Context: an optimization exercise on an open-source flow, tuned for small area and a short achievable clock period. The choices shown serve that exercise and are no tape-out recipe.
Function was checked by simulation only, so behaviour that the tests miss may differ from the original.

==> pepper: inputs <==
## pe_pipelined
module pe_pipelined #(
    parameter int unsigned W_DEPTH = 4,
    parameter int unsigned PIPE    = 2,
    localparam int unsigned ADDR_W = (W_DEPTH > 1) ? $clog2(W_DEPTH) : 1
) (
    input  logic              clk,
    input  logic              reset,
    input  logic              load_cfg,
    input  logic [2:0]        load_op,
    input  logic              load_wen,
    input  logic [ADDR_W-1:0] load_addr,
    input  logic [31:0]       load_data,
    input  logic              in_valid,
    output logic              in_ready,
    input  logic [31:0]       a,
    input  logic [31:0]       b,
    input  logic [31:0]       c,
    output logic              out_valid,
    input  logic              out_ready,
    output logic [31:0]       out_data,
    output logic              busy
);
    localparam logic [2:0] OP_ADD  = 3'b000;
    localparam logic [2:0] OP_MUL  = 3'b001;
    localparam logic [2:0] OP_FMA  = 3'b010;
    localparam logic [2:0] OP_SYS  = 3'b011;
  ...
clock: 30.0 ns
lec_check: 0
abc_area: 1
cap_margin: 20
core_margin: 2
core_utilization: 50
slew_margin: 20
synth_hierarchical: 1
standard.sh (not shown) runs the stock make flow with config.mk's settings and CLKGATE_MAP_FILE= SYNTH_SCRIPT=/design/flow/synth_recipe.tcl, a recipe that flattens the netlist after the stock synthesis.
==> flow/flow/run.sh <==
#!/bin/bash
# Standard layout (the standard.sh: ORFS synthesis through final routing), with the timing
# repair steps asked to keep a setup margin, so that they keep improving the worst path below
# the 30 ns clock. Clock, I/O delays and all other constraints are the design's own.
set -euo pipefail
export SETUP_SLACK_MARGIN=22
export TNS_END_PERCENT=10
bash standard.sh > standard_make.log 2>&1
==> cedar: changes against pepper <==
--- a/flow/flow/run.sh
+++ b/flow/flow/run.sh
@@ -5,3 +5,3 @@
 set -euo pipefail
-export SETUP_SLACK_MARGIN=22
+export SETUP_SLACK_MARGIN=18
 export TNS_END_PERCENT=10
==> comparison <==
Against cedar, the core utilization of pepper is lower by 0.30 points. Area after synthesis is the same in pepper and cedar. Cell count is about the same in pepper and cedar. Between pepper and cedar, the lower critical path depth is in pepper (gap 5). In sequential cell count, cedar and pepper do not differ. In synthesized cell count, pepper and cedar do not differ. Of pepper and cedar, cedar has the higher global-route usage (gap 0.057 points). Against cedar, the setup slack of pepper is worse by 110 ps. Die area is the same in cedar and pepper.
==> figures <==
metric                                                                            pepper                  cedar
Run status                                              no timing/DRC/antenna violations  no timing/DRC/antenna violations
# nets final                                                                        7430                   7413
Number of cells on the critical path                                                  74                     79
Worst setup path startpoint                                           s1_mx[1]$_DFFE_PP_     s1_mx[9]$_DFFE_PP_
Dpl hpwl                                                                          142 mm                 141 mm
Starting DRT DRC Count                                                              7026                   7419
Hold_ws                                                                           455 ps                 454 ps
Overall fraction of global-route tracks in use                                     43.9%                  44.0%
Hold_sp                                                            wvalid[2]$_DFFE_PP0P_  wvalid[3]$_DFFE_PP0P_
Met2 Usage GRT                                                                     66.0%                  65.1%
Worst setup slack after layout                                                  16510 ps               16620 ps
Setup slack of the worst register-to-register path                              16510 ps               16620 ps
Share of the cycle needed by the critical path after routing                       45.0%                  44.6%
Footprint of the multi-input gates                                             35500 µm²              35300 µm²
Number of antenna violations at the first check in global routing                      8                     11
Capture point of the critical path                                     s1_z[7]$_DFFE_PP_     s1_z[13]$_DFFE_PP_
Final critical-path required period                                             13490 ps               13380 ps
Layout-to-synthesis area ratio                                                    1.265x                 1.271x
Number of global-route vias before repair                                          47.4k                  47.3k

========
==> 06-14: inputs <==
pe_pipelined, a different RTL version from the one above (not shown whole).
==> flow/config.mk <==
export PLATFORM = sky130hd
export DESIGN_NAME = pe_pipelined
export DESIGN_NICKNAME = pe_pipelined
export VERILOG_FILES = /design/flow/design.v
export SDC_FILE = /design/flow/constraint.sdc
export NUM_CORES = 4
export LEC_CHECK = 0
export ABC_AREA = 1
export CAP_MARGIN = 20
export CORE_MARGIN = 2
export CORE_UTILIZATION = 50
export CTS_BUF_LIST = sky130_fd_sc_hd__clkbuf_8
export SLEW_MARGIN = 20
export SYNTH_HIERARCHICAL = 1
==> flow/constraint.sdc <==
create_clock -name core_clock -period 30.0 [get_ports {clk}]
set_input_delay 6.0000 -clock core_clock [delete_from_list [all_inputs] [get_ports {clk}]]
set_output_delay 6.0000 -clock core_clock [all_outputs]
set_load 0.01 [all_outputs]
==> flow/flow/run.sh <==
#!/bin/bash
set -euo pipefail
export SETUP_SLACK_MARGIN=16.5
export TNS_END_PERCENT=5
export BUFFER_PORTS_ARGS="-buffer_cell sky130_fd_sc_hd__buf_1"
bash standard.sh > standard_make.log 2>&1
==> inputs of 07-03, as changes to 06-14 <==
--- a/flow/design.v
+++ b/flow/design.v
@@ -8,28 +8,24 @@
     assign s  = ~(~(a ^ b) ^ c);
     assign co = ~((~a & ~b) | (~a & ~c) | (~b & ~c));
 endmodule
 module pe_fma_pre (
     input  logic [31:0] x,
     input  logic [31:0] y,
     output logic [22:0] mx,
+    output logic [22:0] my,
     output logic        hx,
-    output logic [12:0] bo,      
-    output logic [11:0] bt,      
-    output logic [11:0] bn,      
+    output logic        hy,
     output logic [9:0]  pe,      
     output logic        ps,
     output logic        pnan,    
     output logic        pinf,    
     output logic        pzero    
 );
     logic [7:0] ex, ey;
-    logic [22:0] my;
-    logic       hy;
-    logic [25:-1] yb;
     logic       xnan, ynan, xinf, yinf, xz, yz;
     always_comb begin
         ex    = x[30:23];
         ey    = y[30:23];
         mx    = x[22:0];
         my    = y[22:0];
         hx    = |ex;
@@ -41,28 +37,21 @@
         yinf  = (&ey) && !(|my);
         xz    = !hx && !(|mx);
         yz    = !hy && !(|my);
         pnan  = xnan || ynan || ((xinf || yinf) && (xz || yz));
         pinf  = (xinf || yinf) && !pnan;
         pzero = (xz || yz) && !pnan && !pinf;
         pe    = 10'({2'b0, ex[7:1], ex[0] | !hx}) + 10'({2'b0, ey[7:1], ey[0] | !hy}) - 10'd100;
-        yb    = {2'b0, hy, my, 1'b0};
-        for (int i = 0; i < 13; i++) bo[i] = yb[2*i] ^ yb[2*i-1];
-        for (int i = 0; i < 12; i++) begin
-            bt[i] = (yb[2*i+1] & ~yb[2*i] & ~yb[2*i-1]) | (~yb[2*i+1] & yb[2*i] & yb[2*i-1]);
-            bn[i] = yb[2*i+1];
-        end
     end
 endmodule
 module pe_fma_core (
     input  logic [22:0] mx,
+    input  logic [22:0] my,
     input  logic        hx,
-    input  logic [12:0] bo,
-    input  logic [11:0] bt,
-    input  logic [11:0] bn,
+    input  logic        hy,
     input  logic [9:0]  pe,
     input  logic        ps,
     input  logic        pnan,
     input  logic        pinf,
     input  logic        pzero,
     input  logic [31:0] z,
     input  logic        byp,
@@ -87,52 +76,55 @@
         for (int j = 0; j < 24; j++)
             if (sh[6:0] >= 7'(53 + j)) ast = ast | zs[j];
         if (sh[9]) ast = 1'b0;
         if (shbig) ast = |zs;
     end
     wire        clamp = sh[9] && (|zs);
     wire [78:0] ad = {2'b0, al[76:1], al[0] | ast} ^ {79{sub}};
+    wire [25:-1] yb = {2'b0, hy, my, 1'b0};
     wire [24:-1] xb = {1'b0, hx, mx, 1'b0};
-    wire bo0 = bo[0];
-    wire bt0 = bt[0];
-    wire bn0 = bn[0];
-    wire bo1 = bo[1];
-    wire bt1 = bt[1];
-    wire bn1 = bn[1];
-    wire bo2 = bo[2];
-    wire bt2 = bt[2];
-    wire bn2 = bn[2];
-    wire bo3 = bo[3];
-    wire bt3 = bt[3];
-    wire bn3 = bn[3];
-    wire bo4 = bo[4];
-    wire bt4 = bt[4];
-    wire bn4 = bn[4];
-    wire bo5 = bo[5];
-    wire bt5 = bt[5];
-    wire bn5 = bn[5];
-    wire bo6 = bo[6];
-    wire bt6 = bt[6];
-    wire bn6 = bn[6];
-    wire bo7 = bo[7];
-    wire bt7 = bt[7];
-    wire bn7 = bn[7];
-    wire bo8 = bo[8];
-    wire bt8 = bt[8];
-    wire bn8 = bn[8];
-    wire bo9 = bo[9];
-    wire bt9 = bt[9];
-    wire bn9 = bn[9];
-    wire bo10 = bo[10];
-    wire bt10 = bt[10];
-    wire bn10 = bn[10];
-    wire bo11 = bo[11];
-    wire bt11 = bt[11];
-    wire bn11 = bn[11];
-    wire bo12 = bo[12];
+    wire bo0 = yb[0] ^ yb[-1];
+    wire bt0 = (yb[1] & ~yb[0] & ~yb[-1]) | (~yb[1] & yb[0] & yb[-1]);
+    wire bn0 = yb[1];
+    wire bo1 = yb[2] ^ yb[1];
+    wire bt1 = (yb[3] & ~yb[2] & ~yb[1]) | (~yb[3] & yb[2] & yb[1]);
+    wire bn1 = yb[3];
+    wire bo2 = yb[4] ^ yb[3];
+    wire bt2 = (yb[5] & ~yb[4] & ~yb[3]) | (~yb[5] & yb[4] & yb[3]);
+    wire bn2 = yb[5];
+    wire bo3 = yb[6] ^ yb[5];
+    wire bt3 = (yb[7] & ~yb[6] & ~yb[5]) | (~yb[7] & yb[6] & yb[5]);
+    wire bn3 = yb[7];
+    wire bo4 = yb[8] ^ yb[7];
+    wire bt4 = (yb[9] & ~yb[8] & ~yb[7]) | (~yb[9] & yb[8] & yb[7]);
+    wire bn4 = yb[9];
+    wire bo5 = yb[10] ^ yb[9];
+    wire bt5 = (yb[11] & ~yb[10] & ~yb[9]) | (~yb[11] & yb[10] & yb[9]);
+    wire bn5 = yb[11];
+    wire bo6 = yb[12] ^ yb[11];
+    wire bt6 = (yb[13] & ~yb[12] & ~yb[11]) | (~yb[13] & yb[12] & yb[11]);
+    wire bn6 = yb[13];
+    wire bo7 = yb[14] ^ yb[13];
+    wire bt7 = (yb[15] & ~yb[14] & ~yb[13]) | (~yb[15] & yb[14] & yb[13]);
+    wire bn7 = yb[15];
+    wire bo8 = yb[16] ^ yb[15];
+    wire bt8 = (yb[17] & ~yb[16] & ~yb[15]) | (~yb[17] & yb[16] & yb[15]);
+    wire bn8 = yb[17];
+    wire bo9 = yb[18] ^ yb[17];
+    wire bt9 = (yb[19] & ~yb[18] & ~yb[17]) | (~yb[19] & yb[18] & yb[17]);
+    wire bn9 = yb[19];
+    wire bo10 = yb[20] ^ yb[19];
+    wire bt10 = (yb[21] & ~yb[20] & ~yb[19]) | (~yb[21] & yb[20] & yb[19]);
+    wire bn10 = yb[21];
+    wire bo11 = yb[22] ^ yb[21];
+    wire bt11 = (yb[23] & ~yb[22] & ~yb[21]) | (~yb[23] & yb[22] & yb[21]);
+    wire bn11 = yb[23];
+    wire bo12 = yb[24] ^ yb[23];
+    wire bt12 = (yb[25] & ~yb[24] & ~yb[23]) | (~yb[25] & yb[24] & yb[23]);
+    wire bn12 = yb[25];
     wire pp0_0 = ((bo0 & xb[0]) | (bt0 & xb[-1])) ^ bn0;
     wire pp0_1 = ((bo0 & xb[1]) | (bt0 & xb[0])) ^ bn0;
     wire pp0_2 = ((bo0 & xb[2]) | (bt0 & xb[1])) ^ bn0;
     wire pp0_3 = ((bo0 & xb[3]) | (bt0 & xb[2])) ^ bn0;
     wire pp0_4 = ((bo0 & xb[4]) | (bt0 & xb[3])) ^ bn0;
     wire pp0_5 = ((bo0 & xb[5]) | (bt0 & xb[4])) ^ bn0;
     wire pp0_6 = ((bo0 & xb[6]) | (bt0 & xb[5])) ^ bn0;
@@ -2513,42 +2505,38 @@
     localparam logic [31:0] FP_NZERO = 32'h8000_0000;
     logic [2:0]        cfg;
     logic [31:0]       wbank [W_DEPTH];
     logic [W_DEPTH-1:0] wvalid;     
     logic [ADDR_W-1:0] wptr;
     logic              accv;        
     logic              v1, v2;
-    logic [22:0]       s1_mx;
-    logic [12:0]       s1_bo;
-    logic [11:0]       s1_bt, s1_bn;
-    logic              s1_hx, s1_ps, s1_pnan, s1_pinf, s1_pzero;
+    logic [22:0]       s1_mx, s1_my;
+    logic              s1_hx, s1_hy, s1_ps, s1_pnan, s1_pinf, s1_pzero;
     logic [9:0]        s1_pe;
     logic [31:0]       s1_z;
     logic              s1_byp, s1_acc;
     logic [31:0]       dat;
     logic              stall, accept;
     logic [31:0]       x_in, y_in, z_in;
     logic              byp_in;
-    logic [22:0]       p_mx;
-    logic [12:0]       p_bo;
-    logic [11:0]       p_bt, p_bn;
-    logic              p_hx, p_ps, p_pnan, p_pinf, p_pzero;
+    logic [22:0]       p_mx, p_my;
+    logic              p_hx, p_hy, p_ps, p_pnan, p_pinf, p_pzero;
     logic [9:0]        p_pe;
     logic [31:0]       fma_res;
     assign stall     = v2 && !out_ready;
     assign in_ready  = !stall && !load_cfg && !load_wen;
     assign accept    = in_valid && in_ready;
     assign out_valid = v2;
     assign out_data  = dat;
     pe_fma_pre u_pre (
-        .x(x_in), .y(y_in), .mx(p_mx), .hx(p_hx), .bo(p_bo), .bt(p_bt), .bn(p_bn),
+        .x(x_in), .y(y_in), .mx(p_mx), .my(p_my), .hx(p_hx), .hy(p_hy),
         .pe(p_pe), .ps(p_ps), .pnan(p_pnan), .pinf(p_pinf), .pzero(p_pzero)
     );
     pe_fma_core u_core (
-        .mx(s1_mx), .hx(s1_hx), .bo(s1_bo), .bt(s1_bt), .bn(s1_bn), .pe(s1_pe), .ps(s1_ps),
+        .mx(s1_mx), .my(s1_my), .hx(s1_hx), .hy(s1_hy), .pe(s1_pe), .ps(s1_ps),
         .pnan(s1_pnan), .pinf(s1_pinf), .pzero(s1_pzero), .z(s1_z), .byp(s1_byp),
         .r(fma_res)
     );
     always_comb begin : operand_sel
         x_in   = a;
         y_in   = FP_ONE;
         z_in   = b;
@@ -2624,18 +2612,17 @@
             end
             busy <= stall || accept || v1;
         end
     end
     always_ff @(posedge clk) begin : data_regs
         if (accept) begin
             s1_mx    <= p_mx;
-            s1_bo    <= p_bo;
-            s1_bt    <= p_bt;
-            s1_bn    <= p_bn;
+            s1_my    <= p_my;
             s1_hx    <= p_hx;
+            s1_hy    <= p_hy;
             s1_pe    <= p_pe;
             s1_ps    <= p_ps;
             s1_pnan  <= p_pnan;
             s1_pinf  <= p_pinf;
             s1_pzero <= p_pzero;
             s1_z     <= z_in;
             s1_byp   <= byp_in;
==> flow/config.mk (replaced) <==
export PLATFORM = sky130hd
export DESIGN_NAME = pe_pipelined
export DESIGN_NICKNAME = pe_pipelined
export VERILOG_FILES = /design/flow/design.v
export SDC_FILE = /design/flow/constraint.sdc
export NUM_CORES = 4
export LEC_CHECK = 0
export ABC_AREA = 1
export CAP_MARGIN = 10
export CORE_MARGIN = 2
export CORE_UTILIZATION = 50
export CTS_BUF_LIST = sky130_fd_sc_hd__clkbuf_8
export SLEW_MARGIN = 10
export SYNTH_HIERARCHICAL = 1
==> summary.txt <==
Met1 track demand over resource in global routing: 06-14 54.5%; 07-03 56.1%
Non-filler instance count after layout: 06-14 7,350; 07-03 7,344
Mapped Area: 06-14 0.0432 mm^2; 07-03 0.0425 mm^2
Reg-to-reg slack, setup: 06-14 16.68 ns; 07-03 16.87 ns
Worst slack at placement: 06-14 13.40 ns; 07-03 14.20 ns
Antenna violations before repair: 06-14 13; 07-03 16
Beginning of the worst hold path: 06-14 wvalid[2]$_DFFE_PP0P_; 07-03 wvalid[3]$_DFFE_PP0P_
Required arrival time at the worst endpoint: 06-14 30.32 ns; 07-03 30.28 ns
Taps Inserted: 06-14 1,144; 07-03 1,134
Worst Skew: 06-14 0.0322 ns; 07-03 0.0568 ns
Via count of the first global-routing pass: 06-14 42.4k; 07-03 42.1k
Outcome: 06-14 finished clean; 07-03 finished clean
Non-clock buffer count: 06-14 390; 07-03 356
Area fraction of clock buffers and clock inverters: 06-14 1.78%; 07-03 1.72%
Pin count of the biggest net entering global routing: 06-14 86; 07-03 102
Synth cell types: 06-14 81; 07-03 73
Terminating pin of the worst hold path: 06-14 wvalid[2]$_DFFE_PP0P_; 07-03 wvalid[3]$_DFFE_PP0P_
Synth Area per Inst: 06-14 7.13 um^2; 07-03 6.95 um^2
Number of buffers added by the clock tree synthesis step: 06-14 41; 07-03 44

port drivers added, routing unchanged:
The results above use ideal ports. As a check the final layouts listed here were re-extracted and re-timed, cells and wires unchanged.
Step 1 (the two cells are an assumption about what drives the block):
set clk [get_ports {clk}]
set_driving_cell -lib_cell sky130_fd_sc_hd__clkbuf_16 $clk
set_driving_cell -lib_cell sky130_fd_sc_hd__buf_2 [delete_from_list [all_inputs] $clk]
Step 2 also shifts input and output timing later by t, the mid clock arrival at the registers, as if the neighbouring blocks saw the same clock.
Slacks: ideal ports / drivers / drivers and shift; pairs: ideal ports / drivers.
run	t, ns	slack for setup (ns)	hold WS [ns]	worst register clock-pin slew, ns	pins driven straight from the clock port
pepper	0.629	16.512 / 16.512 / 16.512	0.455 / 0.455 / 0.455	0.08 / 0.08	1
cedar	0.632	16.620 / 16.620 / 16.620	0.454 / 0.454 / 0.454	0.08 / 0.08	1
06-14	0.625	16.681 / 16.681 / 16.681	0.463 / 0.463 / 0.463	0.08 / 0.08	1
07-03	0.641	16.873 / 16.873 / 16.873	0.472 / 0.472 / 0.472	0.08 / 0.08	1
After both steps every run listed still meets setup and hold.
